From an optimization exercise on the open Yosys and OpenROAD flow, aimed at small area, a short achievable clock period and few clock cycles; shortcuts taken in it are not production practice. Function was checked by simulation only, so behaviour that the tests miss may differ from the original. Power figures rest on the tool's default switching activity, not on a simulated workload.

==> flow/design.v (excerpt) <==
module ex_top #(
    parameter int DATA_W = ex_pkg::DATA_W_DEF
) (
    input  logic              clk,
    input  logic              reset_i,
    input  logic              in_valid_i,
    output logic              in_ready_o,
    input  ex_pkg::alu_op_t   aluop_i,
    input  logic [DATA_W-1:0] reg1_i,
    input  logic [DATA_W-1:0] reg2_i,
    input  ex_pkg::reg_addr_t wd_i,
    input  logic              wreg_i,
    output logic              out_valid_o,
    input  logic              out_ready_i,
    output ex_pkg::reg_addr_t wd_o,
    output logic              wreg_o,
    output logic [DATA_W-1:0] wdata_o,
    output logic              overflow_o
);
Size in the first run: about 2900 cells after synthesis, about 120 I/O pins, about 25000 µm² of cells after synthesis.
==> module ex_ctrl, before the edit <==
module ex_ctrl #(
    parameter int DATA_W = ex_pkg::DATA_W_DEF
) (
    input  logic                clk,
    input  logic                reset_i,
    input  logic                in_valid_i,
    output logic                in_ready_o,
    input  ex_pkg::alu_op_t     aluop_i,
    input  logic [DATA_W-1:0]   reg1_i,
    input  logic [DATA_W-1:0]   reg2_i,
    input  ex_pkg::reg_addr_t   wd_i,
    input  logic                wreg_i,
    output logic                out_valid_o,
    input  logic                out_ready_i,
    output ex_pkg::reg_addr_t   wd_o,
    output logic                wreg_o,
    output logic [DATA_W-1:0]   wdata_o,
    output logic                overflow_o,
    output ex_pkg::alu_op_t     op_o,
    output logic [DATA_W-1:0]   opa_o,
    output logic [DATA_W-1:0]   opb_o,
    input  logic [DATA_W-1:0]   logic_i,
    input  logic [DATA_W-1:0]   shift_i,
    input  logic [DATA_W-1:0]   sum_i,
    input  logic                lt_i,
    input  logic [5:0]          clz_i,
    input  logic                ovf_i,
    output logic                mul_signed_o,
    output logic [3:0]          mul_one_o,
    output logic [3:0]          mul_two_o,
    output logic [3:0]          mul_neg_o,
    output logic                mul_first_o,
    output logic                mul_corr_o,
    output logic [31:0]         mul_acc_o,
    input  logic [39:0]         mul_v_i
);
    localparam int RW = DATA_W + 7;    
    logic              in_v;
    ex_pkg::alu_op_t   op_q;
    logic [DATA_W-1:0] a_q;
    logic [DATA_W-1:0] b_q;
    ex_pkg::reg_addr_t wd_q;
    logic              wreg_q;
    logic [1:0]        cnt_q;
    logic [11:0]       bsel_q;      
    logic              in_ready_q;
    logic              sk_v;
    logic [RW-1:0]     sk_q;
    logic [RW-1:0]     out_q;
    logic [DATA_W-1:0] hi_q;
    logic [DATA_W-1:0] lo_q;
    logic              accept;
    logic              is_mul;
    logic              mul_last;
    logic              done;
    logic              fire;
    logic              out_free;
    logic              in_v_next;
    logic              sk_v_next;
    logic              done_next;
    logic              step;
    logic [DATA_W-1:0] mul_lo;
    logic [DATA_W-1:0] res;
    logic [RW-1:0]     res_w;
    function automatic logic [11:0] booth_enc(input logic [7:0] c, input logic prev);
        logic [2:0] t;
        for (int j = 0; j < 4; j++)
        begin
            t = {c[2*j+1], c[2*j], (j == 0) ? prev : c[2*j-1]};
            booth_enc[j]     = t[1] ^ t[0];
            booth_enc[4 + j] = (t[2] & ~t[1] & ~t[0]) | (~t[2] & t[1] & t[0]);
            booth_enc[8 + j] = t[2];
        end
    endfunction
    function automatic logic op_is_mul(input ex_pkg::alu_op_t op);
        op_is_mul = (op == ex_pkg::OP_MULT) || (op == ex_pkg::OP_MULTU) || (op == ex_pkg::OP_MUL);
    endfunction
    assign in_ready_o = in_ready_q;
    assign accept     = in_valid_i && in_ready_q;
    assign is_mul   = op_is_mul(op_q);
    assign mul_last = (cnt_q == 2'd3);
    assign done     = !is_mul || mul_last;
    assign fire     = in_v && done && !sk_v;
    assign step     = in_v && is_mul && !mul_last && !sk_v;
    assign out_free = !out_valid_o || out_ready_i;
    assign op_o  = op_q;
    assign opa_o = a_q;
    assign opb_o = b_q;
    assign mul_signed_o = (op_q != ex_pkg::OP_MULTU);
    assign {mul_neg_o, mul_two_o, mul_one_o} = bsel_q;
    assign mul_first_o  = (cnt_q == 2'd0);
    assign mul_corr_o   = mul_last && (op_q == ex_pkg::OP_MULTU) && b_q[7];
    assign mul_acc_o    = sk_q[32:1];
    assign mul_lo       = {mul_v_i[7:0], b_q[DATA_W-1:8]};
    logic s_log, s_sh, s_add, s_lt, s_clz, s_mul, s_hi, s_lo;
    assign s_log = (op_q <= ex_pkg::OP_XOR);
    assign s_sh  = (op_q >= ex_pkg::OP_SLL) && (op_q <= ex_pkg::OP_SRA);
    assign s_add = (op_q >= ex_pkg::OP_ADD) && (op_q <= ex_pkg::OP_SUBU);
    assign s_lt  = (op_q == ex_pkg::OP_SLT) || (op_q == ex_pkg::OP_SLTU);
    assign s_clz = (op_q == ex_pkg::OP_CLZ) || (op_q == ex_pkg::OP_CLO);
    assign s_mul = is_mul;
    assign s_hi  = (op_q == ex_pkg::OP_MFHI);
    assign s_lo  = (op_q == ex_pkg::OP_MFLO);
    assign res = ({DATA_W{s_log}} & logic_i) | ({DATA_W{s_sh}} & shift_i) |
                 ({DATA_W{s_add}} & sum_i) | {{(DATA_W-1){1'b0}}, s_lt & lt_i} |
                 ({DATA_W{s_clz}} & {{(DATA_W-6){1'b0}}, clz_i}) |
                 ({DATA_W{s_mul}} & (mul_last ? mul_lo : mul_v_i[39:8])) |
                 ({DATA_W{s_hi}} & hi_q) | ({DATA_W{s_lo}} & lo_q);
    assign res_w = {wd_q, wreg_q && !ovf_i, res, ovf_i};
    assign {wd_o, wreg_o, wdata_o, overflow_o} = out_q;
    assign in_v_next = accept || (in_v && !fire);
    assign sk_v_next = sk_v ? !out_free : (fire && !out_free);
    assign done_next = accept ? !op_is_mul(aluop_i) : (!is_mul || mul_last || (cnt_q == 2'd2 && step));
    always_ff @(posedge clk)
    begin
        if (reset_i)
        begin
            in_v        <= 1'b0;
            in_ready_q  <= 1'b1;
            out_valid_o <= 1'b0;
            sk_v        <= 1'b0;
        end
        else
        begin
            in_v        <= in_v_next;
            in_ready_q  <= !in_v_next || (done_next && !sk_v_next);
            out_valid_o <= sk_v || fire || (out_valid_o && !out_ready_i);
            sk_v        <= sk_v_next;
        end
    end
    always_ff @(posedge clk)
    begin
        if (in_ready_q)
        begin
            op_q    <= aluop_i;
            a_q     <= reg1_i;
            wd_q    <= wd_i;
            wreg_q  <= wreg_i;
        end
    end
    always_ff @(posedge clk)
    begin
        if (in_ready_q)
        begin
            b_q     <= reg2_i;
            cnt_q   <= 2'd0;
            bsel_q  <= booth_enc(reg2_i[7:0], 1'b0);
        end
        else if (step)
        begin
            b_q     <= mul_lo;
            cnt_q   <= cnt_q + 2'd1;
            bsel_q  <= booth_enc(b_q[15:8], b_q[7]);
        end
    end
    always_ff @(posedge clk)
    begin
        if (out_free)
            out_q <= sk_v ? sk_q : res_w;
        if (!sk_v)
            sk_q <= res_w;
    end
    always_ff @(posedge clk)
    begin
        if (reset_i)
        begin
            hi_q <= '0;
            lo_q <= '0;
        end
        else if (fire)
        begin
            case (op_q)
                ex_pkg::OP_MTHI: hi_q <= a_q;
                ex_pkg::OP_MTLO: lo_q <= a_q;
                ex_pkg::OP_MULT, ex_pkg::OP_MULTU:
                begin
                    hi_q <= mul_v_i[39:8];
                    lo_q <= mul_lo;
                end
                default: ;
            endcase
        end
    end
endmodule
clock: 25.0 ns
lec_check: 0
cap_margin: 20
core_margin: 2
core_utilization: 40
slew_margin: 20
standard.sh (not shown) runs the stock make flow with config.mk's settings and CLKGATE_MAP_FILE= SYNTH_SCRIPT=/design/flow/synth_recipe.tcl, a recipe that flattens the netlist after the stock synthesis.
==> flow/flow/run.sh <==
#!/bin/bash
# The standard layout, with repair_timing aiming at a shorter path than the
# 25 ns clock needs (a larger setup slack margin) and plain buffers (not delay
# cells) on the ports; constraints are unchanged.
set -euo pipefail
bash standard.sh SETUP_SLACK_MARGIN=19 "BUFFER_PORTS_ARGS=-buffer_cell sky130_fd_sc_hd__buf_2" finish > standard_flow.log 2>&1
Testbench counts at the start, summed over its fixed seeds: cycles 6,532.
Then changed:
--- a/flow/design.v
+++ b/flow/design.v
@@ -671,18 +671,27 @@
     assign mul_acc_o    = sk_q[32:1];
     assign mul_lo       = {mul_v_i[7:0], b_q[DATA_W-1:8]};
-    logic s_log, s_sh, s_add, s_lt, s_clz, s_mul, s_hi, s_lo;
-    assign s_log = (op_q <= ex_pkg::OP_XOR);
-    assign s_sh  = (op_q >= ex_pkg::OP_SLL) && (op_q <= ex_pkg::OP_SRA);
-    assign s_add = (op_q >= ex_pkg::OP_ADD) && (op_q <= ex_pkg::OP_SUBU);
-    assign s_lt  = (op_q == ex_pkg::OP_SLT) || (op_q == ex_pkg::OP_SLTU);
-    assign s_clz = (op_q == ex_pkg::OP_CLZ) || (op_q == ex_pkg::OP_CLO);
-    assign s_mul = is_mul;
-    assign s_hi  = (op_q == ex_pkg::OP_MFHI);
-    assign s_lo  = (op_q == ex_pkg::OP_MFLO);
-    assign res = ({DATA_W{s_log}} & logic_i) | ({DATA_W{s_sh}} & shift_i) |
-                 ({DATA_W{s_add}} & sum_i) | {{(DATA_W-1){1'b0}}, s_lt & lt_i} |
-                 ({DATA_W{s_clz}} & {{(DATA_W-6){1'b0}}, clz_i}) |
-                 ({DATA_W{s_mul}} & (mul_last ? mul_lo : mul_v_i[39:8])) |
-                 ({DATA_W{s_hi}} & hi_q) | ({DATA_W{s_lo}} & lo_q);
+    always_comb
+    begin
+        case (op_q)
+            ex_pkg::OP_OR, ex_pkg::OP_AND, ex_pkg::OP_NOR, ex_pkg::OP_XOR:
+                res = logic_i;
+            ex_pkg::OP_SLL, ex_pkg::OP_SRL, ex_pkg::OP_SRA:
+                res = shift_i;
+            ex_pkg::OP_ADD, ex_pkg::OP_ADDU, ex_pkg::OP_SUB, ex_pkg::OP_SUBU:
+                res = sum_i;
+            ex_pkg::OP_SLT, ex_pkg::OP_SLTU:
+                res = {{(DATA_W-1){1'b0}}, lt_i};
+            ex_pkg::OP_CLZ, ex_pkg::OP_CLO:
+                res = {{(DATA_W-6){1'b0}}, clz_i};
+            ex_pkg::OP_MULT, ex_pkg::OP_MULTU, ex_pkg::OP_MUL:
+                res = mul_last ? mul_lo : mul_v_i[39:8];
+            ex_pkg::OP_MFHI:
+                res = hi_q;
+            ex_pkg::OP_MFLO:
+                res = lo_q;
+            default:
+                res = '0;
+        endcase
+    end
     assign res_w = {wd_q, wreg_q && !ovf_i, res, ovf_i};
     assign {wd_o, wreg_o, wdata_o, overflow_o} = out_q;
Sequential share of layout area went down by 0.49 points; synthesized area went up slightly; utilization came out higher by 0.15 points; cell count is higher by a few percent; routed wire length went up by a few percent; clock power climbs by a few percent.
Testbench counts after the change, summed over its fixed seeds: cycles 6,532.

## static timing again, ports no longer ideal
The results above use ideal ports. As a check the final layouts listed here were re-extracted and re-timed, cells and wires unchanged.
Step 1 assumes that a clkbuf_16 drives the clock port and a buf_2 every other input.
Step 2 also shifts input and output timing later by t, the mid clock arrival at the registers, as if the neighbouring blocks saw the same clock.
a / b / c = ideal / step 1 / step 2; a / b = the first two.
| run | shift t [ns] | setup WS [ns] | worst setup path at the end | latest minus earliest clock arrival (ns) | slew at the worst register clock pin (ns) |
|---|---|---|---|---|---|
| the first run | 0.625 | 18.741 / 18.685 / 18.353 | input to register | 0.017 / 0.018 | 0.07 / 0.07 |
| the second run | 0.621 | 18.794 / 18.739 / 18.525 | input to register | 0.025 / 0.025 | 0.08 / 0.08 |
After both steps every run listed still meets setup and hold. The setup slack of the first run, which loses most, moves by -0.056 ns with the drivers and by -0.388 ns with both steps.
